Background: an optimization exercise with open tools, aiming at small area, a short achievable clock period and few clock cycles. Do not read the settings as production practice. Only simulation tests tie the RTL to the original design; equivalence was not proved.

**flow/config.mk**
```make
export PLATFORM = sky130hd
export DESIGN_NAME = rational_arithmetic_unit
export DESIGN_NICKNAME = rational_arithmetic_unit
export VERILOG_FILES = /design/flow/design.v
export SDC_FILE = /design/flow/constraint.sdc
export NUM_CORES = 4
export LEC_CHECK = 0
export CAP_MARGIN = 20
export CORE_MARGIN = 2
export CORE_UTILIZATION = 40
export SLEW_MARGIN = 20
```
**flow/constraint.sdc**
```tcl
create_clock -name core_clock -period 13.0 [get_ports {clock}]
set_input_delay 2.6000 -clock core_clock [delete_from_list [all_inputs] [get_ports {clock}]]
set_output_delay 2.6000 -clock core_clock [all_outputs]
set_load 0.01 [all_outputs]
```
**flow/design.v**
```verilog
`default_nettype none
package rau_pkg;
   typedef enum logic [1:0] {
      MODE_ADD = 2'd0,
      MODE_SUB = 2'd1,
      MODE_MUL = 2'd2,
      MODE_DIV = 2'd3
   } mode_type;
   typedef struct packed {
      mode_type           mode;
      logic signed [31:0] left_numerator;
      logic [30:0]        left_denominator;
      logic signed [31:0] right_numerator;
      logic [30:0]        right_denominator;
   } req_type;
   typedef struct packed {
      logic signed [63:0] whole_part;
      logic signed [31:0] frac_numerator;
      logic [62:0]        frac_denominator;
      logic               divide_by_zero;
   } rsp_type;
   typedef enum logic [1:0] {
      ALU_MUL = 2'd0,
      ALU_DIV = 2'd1,
      ALU_GCD = 2'd2
   } alu_op_type;
   typedef struct packed {
      alu_op_type  op;
      logic [63:0] a;
      logic [63:0] b;
      logic [63:0] q;
   } alu_req_type;
   typedef struct packed {
      logic [63:0] a;
      logic [63:0] b;
      logic [63:0] q;
      logic        k_inc;
      logic        gcd_done;
   } alu_res_type;
   localparam logic [5:0] DIV_LAST = 6'd63;
   localparam logic [30:0] FRAC_MAX = 31'h7FFF_FFFF;
endpackage
`default_nettype wire
`default_nettype none
module rau_alu (
   input  wire rau_pkg::alu_req_type alu_req,
   output rau_pkg::alu_res_type      alu_res
);
   logic [63:0] product;
   logic [63:0] shifted;
   logic [64:0] minuend;
   logic [64:0] diff;
   logic        borrow;
   always_comb begin
      product = alu_req.a[31:0] * alu_req.b[31:0];
      shifted = {alu_req.a[62:0], alu_req.q[63]};
      minuend = (alu_req.op == rau_pkg::ALU_DIV) ? {1'b0, shifted} : {1'b0, alu_req.a};
      diff    = minuend - {1'b0, alu_req.b};
      borrow  = diff[64];
   end
   always_comb begin
      alu_res.a        = alu_req.a;
      alu_res.b        = alu_req.b;
      alu_res.q        = alu_req.q;
      alu_res.k_inc    = 1'b0;
      alu_res.gcd_done = 1'b0;
      case (alu_req.op)
         rau_pkg::ALU_MUL: begin
            alu_res.a = product;
         end
         rau_pkg::ALU_DIV: begin
            alu_res.a = borrow ? shifted : diff[63:0];
            alu_res.q = {alu_req.q[62:0], ~borrow};
         end
         rau_pkg::ALU_GCD: begin
            if (alu_req.a == 64'd0 || alu_req.b == 64'd0) begin
               alu_res.gcd_done = 1'b1;
            end else if (!alu_req.a[0] && !alu_req.b[0]) begin
               alu_res.a     = alu_req.a >> 1;
               alu_res.b     = alu_req.b >> 1;
               alu_res.k_inc = 1'b1;
            end else if (!alu_req.a[0]) begin
               alu_res.a = alu_req.a >> 1;
            end else if (!alu_req.b[0]) begin
               alu_res.b = alu_req.b >> 1;
            end else if (borrow) begin
               alu_res.a = alu_req.b;
               alu_res.b = alu_req.a;
            end else begin
               alu_res.a = diff[63:0] >> 1;
            end
         end
         default: begin
            alu_res.a = alu_req.a;
         end
      endcase
   end
endmodule
`default_nettype wire
`default_nettype none
module rational_arithmetic_unit #(
   parameter int OPERAND_WIDTH = 32
) (
   input  wire                   clock,
   input  wire                   reset,
   input  wire                   req_valid,
   output logic                  req_ready,
   input  wire [127:0]           req_payload,
   output logic                  rsp_valid,
   input  wire                   rsp_ready,
   output logic [159:0]          rsp_payload
);
   rau_pkg::req_type req_p;
   assign req_p = req_payload;
   localparam logic [30:0] DMASK = 31'((64'd1 << (OPERAND_WIDTH - 1)) - 64'd1);
   typedef enum logic [11:0] {
      S_IDLE = 12'b0000_0000_0001,
      S_GCD1 = 12'b0000_0000_0010,
      S_DIV1 = 12'b0000_0000_0100,
      S_DIV2 = 12'b0000_0000_1000,
      S_MUL  = 12'b0000_0001_0000,
      S_SUM  = 12'b0000_0010_0000,
      S_LOAD = 12'b0000_0100_0000,
      S_QUO  = 12'b0000_1000_0000,
      S_GCD2 = 12'b0001_0000_0000,
      S_DIV3 = 12'b0010_0000_0000,
      S_DIV4 = 12'b0100_0000_0000,
      S_OUT  = 12'b1000_0000_0000
   } state_type;
   state_type          state_ff, state_in;
   rau_pkg::mode_type  mode_ff, mode_in;
   logic [31:0]        n1mag_ff, n1mag_in, n2mag_ff, n2mag_in;
   logic               n1neg_ff, n1neg_in, n2neg_ff, n2neg_in;
   logic [30:0]        d1_ff, d1_in, d2_ff, d2_in;
   logic [30:0]        x1_ff, x1_in, x2_ff, x2_in;
   logic [63:0]        a_ff, a_in, b_ff, b_in, q_ff, q_in;
   logic [5:0]         k_ff, k_in, cnt_ff, cnt_in;
   logic [1:0]         mstep_ff, mstep_in;
   logic [63:0]        g_ff, g_in, p0_ff, p0_in, p1_ff, p1_in, den_ff, den_in;
   logic signed [63:0] num_ff, num_in;
   logic               numneg_ff, numneg_in;
   logic [63:0]        qmag_ff, qmag_in, rmag_ff, rmag_in;
   logic [63:0]        rred_ff, rred_in, dred_ff, dred_in;
   logic               err_ff, err_in;
   rau_pkg::rsp_type   rsp_ff, rsp_in;
   logic               rsp_valid_ff, rsp_valid_in;
   rau_pkg::alu_req_type alu_req;
   rau_pkg::alu_res_type alu_res;
   logic signed [32:0] n1_ext, n2_ext, n1_abs, n2_abs;
   logic [30:0]        d1_m, d2_m;
   logic               req_err, req_addsub, cur_addsub, mul_last, div_last, rsp_load;
   logic [63:0]        gcd_val, t1, t2;
   logic signed [63:0] sum_val;
   logic [30:0]        frac_mag;
   rau_pkg::rsp_type   out_val;
   rau_alu u_alu (
      .alu_req (alu_req),
      .alu_res (alu_res)
   );
   always_comb begin
      n1_ext = {{(33 - OPERAND_WIDTH){req_p.left_numerator[OPERAND_WIDTH - 1]}},
                req_p.left_numerator[OPERAND_WIDTH - 1:0]};
      n2_ext = {{(33 - OPERAND_WIDTH){req_p.right_numerator[OPERAND_WIDTH - 1]}},
                req_p.right_numerator[OPERAND_WIDTH - 1:0]};
      n1_abs = n1_ext[32] ? -n1_ext : n1_ext;
      n2_abs = n2_ext[32] ? -n2_ext : n2_ext;
      d1_m   = req_p.left_denominator & DMASK;
      d2_m   = req_p.right_denominator & DMASK;
      req_err = (d1_m == 31'd0) || (d2_m == 31'd0) ||
                (req_p.mode == rau_pkg::MODE_DIV && n2_ext == 33'sd0);
      req_addsub = (req_p.mode == rau_pkg::MODE_ADD) ||
                   (req_p.mode == rau_pkg::MODE_SUB);
   end
   always_comb begin
      cur_addsub = (mode_ff == rau_pkg::MODE_ADD) || (mode_ff == rau_pkg::MODE_SUB);
      mul_last   = cur_addsub ? (mstep_ff == 2'd2) : (mstep_ff == 2'd1);
      div_last   = (cnt_ff == rau_pkg::DIV_LAST);
      gcd_val    = (a_ff | b_ff) << k_ff;
      alu_req.op = rau_pkg::ALU_MUL;
      alu_req.a  = a_ff;
      alu_req.b  = b_ff;
      alu_req.q  = q_ff;
      case (state_ff)
         S_GCD1, S_GCD2: begin
            alu_req.op = rau_pkg::ALU_GCD;
         end
         S_DIV1, S_DIV2, S_QUO, S_DIV3, S_DIV4: begin
            alu_req.op = rau_pkg::ALU_DIV;
         end
         S_MUL: begin
            alu_req.op = rau_pkg::ALU_MUL;
            if (cur_addsub) begin
               case (mstep_ff)
                  2'd0: begin
                     alu_req.a = {32'd0, n1mag_ff};
                     alu_req.b = {33'd0, x2_ff};
                  end
                  2'd1: begin
                     alu_req.a = {32'd0, n2mag_ff};
                     alu_req.b = {33'd0, x1_ff};
                  end
                  default: begin
                     alu_req.a = {33'd0, x1_ff};
                     alu_req.b = {33'd0, d2_ff};
                  end
               endcase
            end else if (mstep_ff == 2'd0) begin
               alu_req.a = {32'd0, n1mag_ff};
               alu_req.b = (mode_ff == rau_pkg::MODE_MUL) ? {32'd0, n2mag_ff}
                                                           : {33'd0, d2_ff};
            end else begin
               alu_req.a = {33'd0, d1_ff};
               alu_req.b = (mode_ff == rau_pkg::MODE_MUL) ? {33'd0, d2_ff}
                                                           : {32'd0, n2mag_ff};
            end
         end
         default: begin
            alu_req.op = rau_pkg::ALU_MUL;
         end
      endcase
   end
   always_comb begin
      t1 = n1neg_ff ? -p0_ff : p0_ff;
      t2 = (n2neg_ff ^ (mode_ff == rau_pkg::MODE_SUB)) ? -p1_ff : p1_ff;
      if (cur_addsub) begin
         sum_val = $signed(t1 + t2);
      end else begin
         sum_val = (n1neg_ff ^ n2neg_ff) ? $signed(-p0_ff) : $signed(p0_ff);
      end
   end
   always_comb begin
      frac_mag = (rred_ff > {33'd0, rau_pkg::FRAC_MAX}) ? rau_pkg::FRAC_MAX : rred_ff[30:0];
      if (err_ff) begin
         out_val.whole_part       = 64'sd0;
         out_val.frac_numerator   = 32'sd0;
         out_val.frac_denominator = 63'd0;
         out_val.divide_by_zero   = 1'b1;
      end else begin
         out_val.whole_part       = numneg_ff ? $signed(-qmag_ff) : $signed(qmag_ff);
         out_val.frac_numerator   = numneg_ff ? $signed(-{1'b0, frac_mag})
                                              : $signed({1'b0, frac_mag});
         out_val.frac_denominator = dred_ff[62:0];
         out_val.divide_by_zero   = 1'b0;
      end
   end
   always_comb begin
      state_in  = state_ff;
      mode_in   = mode_ff;
      n1mag_in  = n1mag_ff;
      n2mag_in  = n2mag_ff;
      n1neg_in  = n1neg_ff;
      n2neg_in  = n2neg_ff;
      d1_in     = d1_ff;
      d2_in     = d2_ff;
      x1_in     = x1_ff;
      x2_in     = x2_ff;
      a_in      = a_ff;
      b_in      = b_ff;
      q_in      = q_ff;
      k_in      = k_ff;
      cnt_in    = cnt_ff;
      mstep_in  = mstep_ff;
      g_in      = g_ff;
      p0_in     = p0_ff;
      p1_in     = p1_ff;
      den_in    = den_ff;
      num_in    = num_ff;
      numneg_in = numneg_ff;
      qmag_in   = qmag_ff;
      rmag_in   = rmag_ff;
      rred_in   = rred_ff;
      dred_in   = dred_ff;
      err_in    = err_ff;
      rsp_load  = 1'b0;
      case (state_ff)
         S_IDLE: begin
            if (req_valid) begin
               mode_in  = req_p.mode;
               n1mag_in = n1_abs[31:0];
               n2mag_in = n2_abs[31:0];
               n1neg_in = n1_ext[32];
               n2neg_in = n2_ext[32];
               d1_in    = d1_m;
               d2_in    = d2_m;
               err_in   = req_err;
               a_in     = {33'd0, d1_m};
               b_in     = {33'd0, d2_m};
               k_in     = 6'd0;
               mstep_in = 2'd0;
               if (req_err) begin
                  state_in = S_OUT;
               end else if (req_addsub) begin
                  state_in = S_GCD1;
               end else begin
                  state_in = S_MUL;
               end
            end
         end
         S_GCD1, S_GCD2: begin
            a_in = alu_res.a;
            b_in = alu_res.b;
            k_in = k_ff + 6'(alu_res.k_inc);
            if (alu_res.gcd_done) begin
               g_in   = gcd_val;
               b_in   = gcd_val;
               a_in   = 64'd0;
               cnt_in = 6'd0;
               if (state_ff == S_GCD1) begin
                  q_in     = {33'd0, d1_ff};
                  state_in = S_DIV1;
               end else begin
                  q_in     = rmag_ff;
                  state_in = S_DIV3;
               end
            end
         end
         S_DIV1: begin
            a_in   = alu_res.a;
            q_in   = alu_res.q;
            cnt_in = cnt_ff + 6'd1;
            if (div_last) begin
               x1_in    = alu_res.q[30:0];
               q_in     = {33'd0, d2_ff};
               a_in     = 64'd0;
               b_in     = g_ff;
               cnt_in   = 6'd0;
               state_in = S_DIV2;
            end
         end
         S_DIV2: begin
            a_in   = alu_res.a;
            q_in   = alu_res.q;
            cnt_in = cnt_ff + 6'd1;
            if (div_last) begin
               x2_in    = alu_res.q[30:0];
               mstep_in = 2'd0;
               state_in = S_MUL;
            end
         end
         S_MUL: begin
            mstep_in = mstep_ff + 2'd1;
            if (mstep_ff == 2'd0) begin
               p0_in = alu_res.a;
            end else if (mstep_ff == 2'd1 && cur_addsub) begin
               p1_in = alu_res.a;
            end else begin
               den_in = alu_res.a;
            end
            if (mul_last) begin
               state_in = S_SUM;
            end
         end
         S_SUM: begin
            num_in   = sum_val;
            state_in = S_LOAD;
         end
         S_LOAD: begin
            numneg_in = num_ff[63];
            q_in      = num_ff[63] ? 64'(-num_ff) : 64'(num_ff);
            a_in      = 64'd0;
            b_in      = den_ff;
            cnt_in    = 6'd0;
            state_in  = S_QUO;
         end
         S_QUO: begin
            a_in   = alu_res.a;
            q_in   = alu_res.q;
            cnt_in = cnt_ff + 6'd1;
            if (div_last) begin
               qmag_in  = alu_res.q;
               rmag_in  = alu_res.a;
               a_in     = alu_res.a;
               b_in     = den_ff;
               k_in     = 6'd0;
               state_in = S_GCD2;
            end
         end
         S_DIV3: begin
            a_in   = alu_res.a;
            q_in   = alu_res.q;
            cnt_in = cnt_ff + 6'd1;
            if (div_last) begin
               rred_in  = alu_res.q;
               q_in     = den_ff;
               a_in     = 64'd0;
               b_in     = g_ff;
               cnt_in   = 6'd0;
               state_in = S_DIV4;
            end
         end
         S_DIV4: begin
            a_in   = alu_res.a;
            q_in   = alu_res.q;
            cnt_in = cnt_ff + 6'd1;
            if (div_last) begin
               dred_in  = alu_res.q;
               state_in = S_OUT;
            end
         end
         S_OUT: begin
            if (!rsp_valid_ff || rsp_ready) begin
               rsp_load = 1'b1;
               state_in = S_IDLE;
            end
         end
         default: begin
            state_in = S_IDLE;
         end
      endcase
      rsp_valid_in = rsp_load | (rsp_valid_ff & ~rsp_ready);
      rsp_in       = rsp_load ? out_val : rsp_ff;
   end
   always_ff @(posedge clock) begin
      if (reset) begin
         state_ff     <= S_IDLE;
         rsp_valid_ff <= 1'b0;
      end else begin
         state_ff     <= state_in;
         rsp_valid_ff <= rsp_valid_in;
      end
   end
   always_ff @(posedge clock) begin
      mode_ff   <= mode_in;
      n1mag_ff  <= n1mag_in;
      n2mag_ff  <= n2mag_in;
      n1neg_ff  <= n1neg_in;
      n2neg_ff  <= n2neg_in;
      d1_ff     <= d1_in;
      d2_ff     <= d2_in;
      x1_ff     <= x1_in;
      x2_ff     <= x2_in;
      a_ff      <= a_in;
      b_ff      <= b_in;
      q_ff      <= q_in;
      k_ff      <= k_in;
      cnt_ff    <= cnt_in;
      mstep_ff  <= mstep_in;
      g_ff      <= g_in;
      p0_ff     <= p0_in;
      p1_ff     <= p1_in;
      den_ff    <= den_in;
      num_ff    <= num_in;
      numneg_ff <= numneg_in;
      qmag_ff   <= qmag_in;
      rmag_ff   <= rmag_in;
      rred_ff   <= rred_in;
      dred_ff   <= dred_in;
      err_ff    <= err_in;
      rsp_ff    <= rsp_in;
   end
   assign req_ready   = (state_ff == S_IDLE);
   assign rsp_valid   = rsp_valid_ff;
   assign rsp_payload = rsp_ff;
endmodule
`default_nettype wire
```
**flow/run.sh**
```bash
#!/bin/bash
# synth_recipe.tcl (not shown) runs the flow's synth.tcl, then flattens the netlist and writes it again
# the make line also repeats each setting of config.mk as NAME=value (left out here)
make -C /OpenROAD-flow-scripts/flow DESIGN_CONFIG=/design/flow/config.mk WORK_HOME=/design/flow/orfs CLKGATE_MAP_FILE= SYNTH_SCRIPT=/design/flow/synth_recipe.tcl finish
```
==> run summary <==
GP Congestion 1.06; CTS Sinks 1,148; worst slew margin relative to its limit between 10% and 20%; Yosys warning count 2; Sum Neg Setup Slack 0 ps; first-pass GRT wire length between 600,000 and 700,000 µm; RR Startpoint mstep_ff[0]; status finished clean; Die Y 511 µm; HP Class flop to flop; Pre-Repair DR Iteration Count 8; CORE AREA 0.256 mm²; Routed Antenna Nets 0; total number of vias around 90,000; port buffer count between 200 and 300; Routed WL per cell between 30 and 40 µm; CP dominant cell by count fa_1; Syn Std Cell Area between 0.1 and 0.15 mm²; Final HPWL DP 372,000 µm; CP arrival 13,130 ps; Worst-Skew Late Latency 780 ps; clock slew at reported path FFs roughly 70 ps; fin nets between 10,000 and 15,000; Hold EP q_ff[36]; Final setup viols 0; startpoint types flop; Post-Layout Cell Count between 10,000 and 15,000; hold_buf cts 0; Synth Register Bits 1,148; WHS Path Cells 2; Root Buffer clkbuf_16; Most flops, register rsp_ff; Post-synth top flop edfxtp_1; Worst R2R Path Depth 32; area grow syn2layout 11.1%; H-tree depth reported by CTS 3; Max Slew Vio Count 0; Num CTS Buffers 110; FF-to-FF End p0_ff[55]; Setup crit end kind flop; Seq/Total Area, Yosys 33.4%; Vias/cell 6.19; initial core utilization 40.1%; Placed Cells 14,306; post-synth net total 12,449; largest stage delay on the critical path between 900 and 1000 ps; crit path launch mstep_ff[0]; pin count of the biggest net entering global routing ~160; Period Utilization, post-route between 90% and 100%; top-area cell type share of the netlist area 33.1%; layout cell share with drive strength beyond 1 6.49%; DIE AREA 0.261 mm²; row count 186; peak fanout along the critical path 18; async set-reset flop share out of synthesis 0%; CP required between 10,000 and 15,000 ps; max-cap viol count 0; Netlist cell types 91; Clock Skews 34.0 ps; critical path type flop to flop; Reg2Reg Setup Slack slightly above 300 ps; Largest register FFs 160; chip width 511 µm; final wirelength 474,000 µm; Post-Synthesis Cells around 11,000; TritonCTS clock tree built; Tmin final 12,700 ps; Avg Cell Area, Syn 9.34 µm²; f_max around 0.08 GHz; Synth area leaders edfxtp_1 33%, fa_1 17%, nand2_1 5.3%; Iter 0 DRT Violations ~12,000; cell with the largest stage delay on the worst path clkinv_1; final hold violation count 0; unrepaired setup endpoints after global routing false; largest area contributor in the netlist edfxtp_1; Max Buffers Root-to-Sink 3; hold_sp rmag_ff[36]; number of synthesized flops with an enable pin 1,135; # IOs 294; Slew @ Worst Pin 1280 ps; initial antenna violation count 52; vias in the first global route 88,931; total global-route track usage 35.5%; DRC 0; grt ovf 0
[cells in the final DEF, fill, tap and decap left out, drive strengths merged, types with 39 or more instances in the layout]
master	count
a211oi	104
a21o	103
a21oi	622
a221oi	39
a22o	103
a22oi	85
a31oi	91
and2	46
and3	55
buf	334
clkbuf	128
clkdlybuf4s50	293
clkinv	54
edfxtp	1135
fa	898
ha	404
inv	970
mux2	39
mux2i	197
nand2	1443
nand2b	50
nand3	149
nand4	81
nor2	1183
nor2b	109
nor3	165
nor4	77
o211ai	53
o21a	44
o21ai	638
o21bai	43
o22ai	61
o31ai	125
o41ai	40
or3	118
or4	65
xnor2	332
xor2	240
[what timing repair did]
action | CTS | global route
setup buffers | 0 | 0
endpoints found under the setup margin | 0 | 4
resized for setup | 0 | 1
[per-stage QoR]
step,hold slack [ps],util [%],instance area (µm²),worst slack (ps)
global route,555,44.6,114000,23.3
global placement,514,43.1,110000,530
floorplan,424,-,103000,2530
CTS,534,44.5,114000,364
finish,532,44.6,114000,304
detailed placement,521,43.1,111000,423
[cells by family (layout without fill, tap and decap cells)]
| family | count (synthesis) | count (layout) | share of synthesized area [%] |
|---|---|---|---|
| AND/OR/NAND/NOR | 3639 | 3639 | 15.6 |
| AO/OA/AOI/OAI | 2421 | 2421 | 15.1 |
| buffers and inverters | 1694 | 1804 | 6.20 |
| adder cells (fa/ha/maj) | 1302 | 1302 | 22.4 |
| flip-flops | 1148 | 1148 | 33.4 |
| XOR/XNOR | 572 | 572 | 4.87 |
| multiplexers | 239 | 239 | 2.41 |
| other | 0 | 10 | 0 |
[layout make-up]
cell class | instances | area, µm²
multi-input combinational | 8173 | 62700
sequential | 1148 | 34300
timing repair buffer | 627 | 5600
fill | 24627 | 142000
inverter | 975 | 3660
antenna | 10 | 25.0
tap | 3384 | 4230
clock inverter | 74 | 805
clock buffer | 128 | 2840
[cell usage after synthesis, types with 109 or more instances]
| master | n |
|---|---|
| nand3_1 | 149 |
| o21ai_0 | 607 |
| edfxtp_1 | 1135 |
| or3_1 | 114 |
| nor3_1 | 165 |
| inv_1 | 956 |
| clkbuf_1 | 611 |
| a21oi_1 | 622 |
| nand2_1 | 1443 |
| o31ai_1 | 124 |
| nor2b_1 | 109 |
| xnor2_1 | 332 |
| xor2_1 | 240 |
| nor2_1 | 1183 |
| mux2i_1 | 197 |
| fa_1 | 898 |
| ha_1 | 404 |
[critical path: cells and delay by family, from the launching register on]
| family | cells | cell delay (ps) |
|---|---|---|
| AND/OR/NAND/NOR | 3 | 1090 |
| flip-flops | 1 | 420 |
| AO/OA/AOI/OAI | 10 | 3210 |
| XOR/XNOR | 2 | 560 |
| buffers and inverters | 7 | 1980 |
| adder cells (fa/ha/maj) | 10 | 5050 |
[worst max-delay path by stage]
| stage | slack [ps] | endpoint | cells past startpoint |
|---|---|---|---|
| 3_5_place_dp | 420 | den_ff[62] | 32 |
| 2_1_floorplan | 2530 | rsp_ff[0] | 2 |
| 4_1_cts | 360 | p0_ff[62] | 32 |
| 3_3_place_gp | 530 | p0_ff[57] | 33 |
| 5_1_grt | 20 | p1_ff[62] | 33 |
| 6_report | 300 | p0_ff[55] | 32 |
[metal layers]
metal | share of wire, % | vias to the layer above | GRT usage [%]
met1 | 38 | 44956 | 45.2
li1 | - | 38248 | -
met2 | 45 | 5416 | 55.9
met4 | 7.0 | 16 | 20.8
met3 | 9.9 | 1290 | 7.44
met5 | 0.022 | - | 0
Testbench counts, summed over its fixed seeds: cycles 404,371.

[static timing again, ports no longer ideal]
In the flow no input, the clock included, has a driving cell. The finished layout below was timed again as built, in two steps.
Step 1 sets driving cells, clkbuf_16 on the clock port and buf_2 on the other inputs (assumed; they add their load-dependent delay and slew).
Step 2, shift: input delay + t, output delay - t, t = (earliest + latest rising clock arrival at the registers) / 2. This alone moves slack from input paths to output paths.
a / b / c = ideal / step 1 / step 2; a / b = the first two.
t, ns: 0.845
setup slack, ns: 0.304 / 0.304 / 0.304
worst setup path after step 2: register to register
slew at the worst register clock pin (ns): 0.07 / 0.07
After both steps this run still meets setup and hold. The setup slack of this run moves by 0.000 ns with the drivers and by 0.000 ns with both steps.
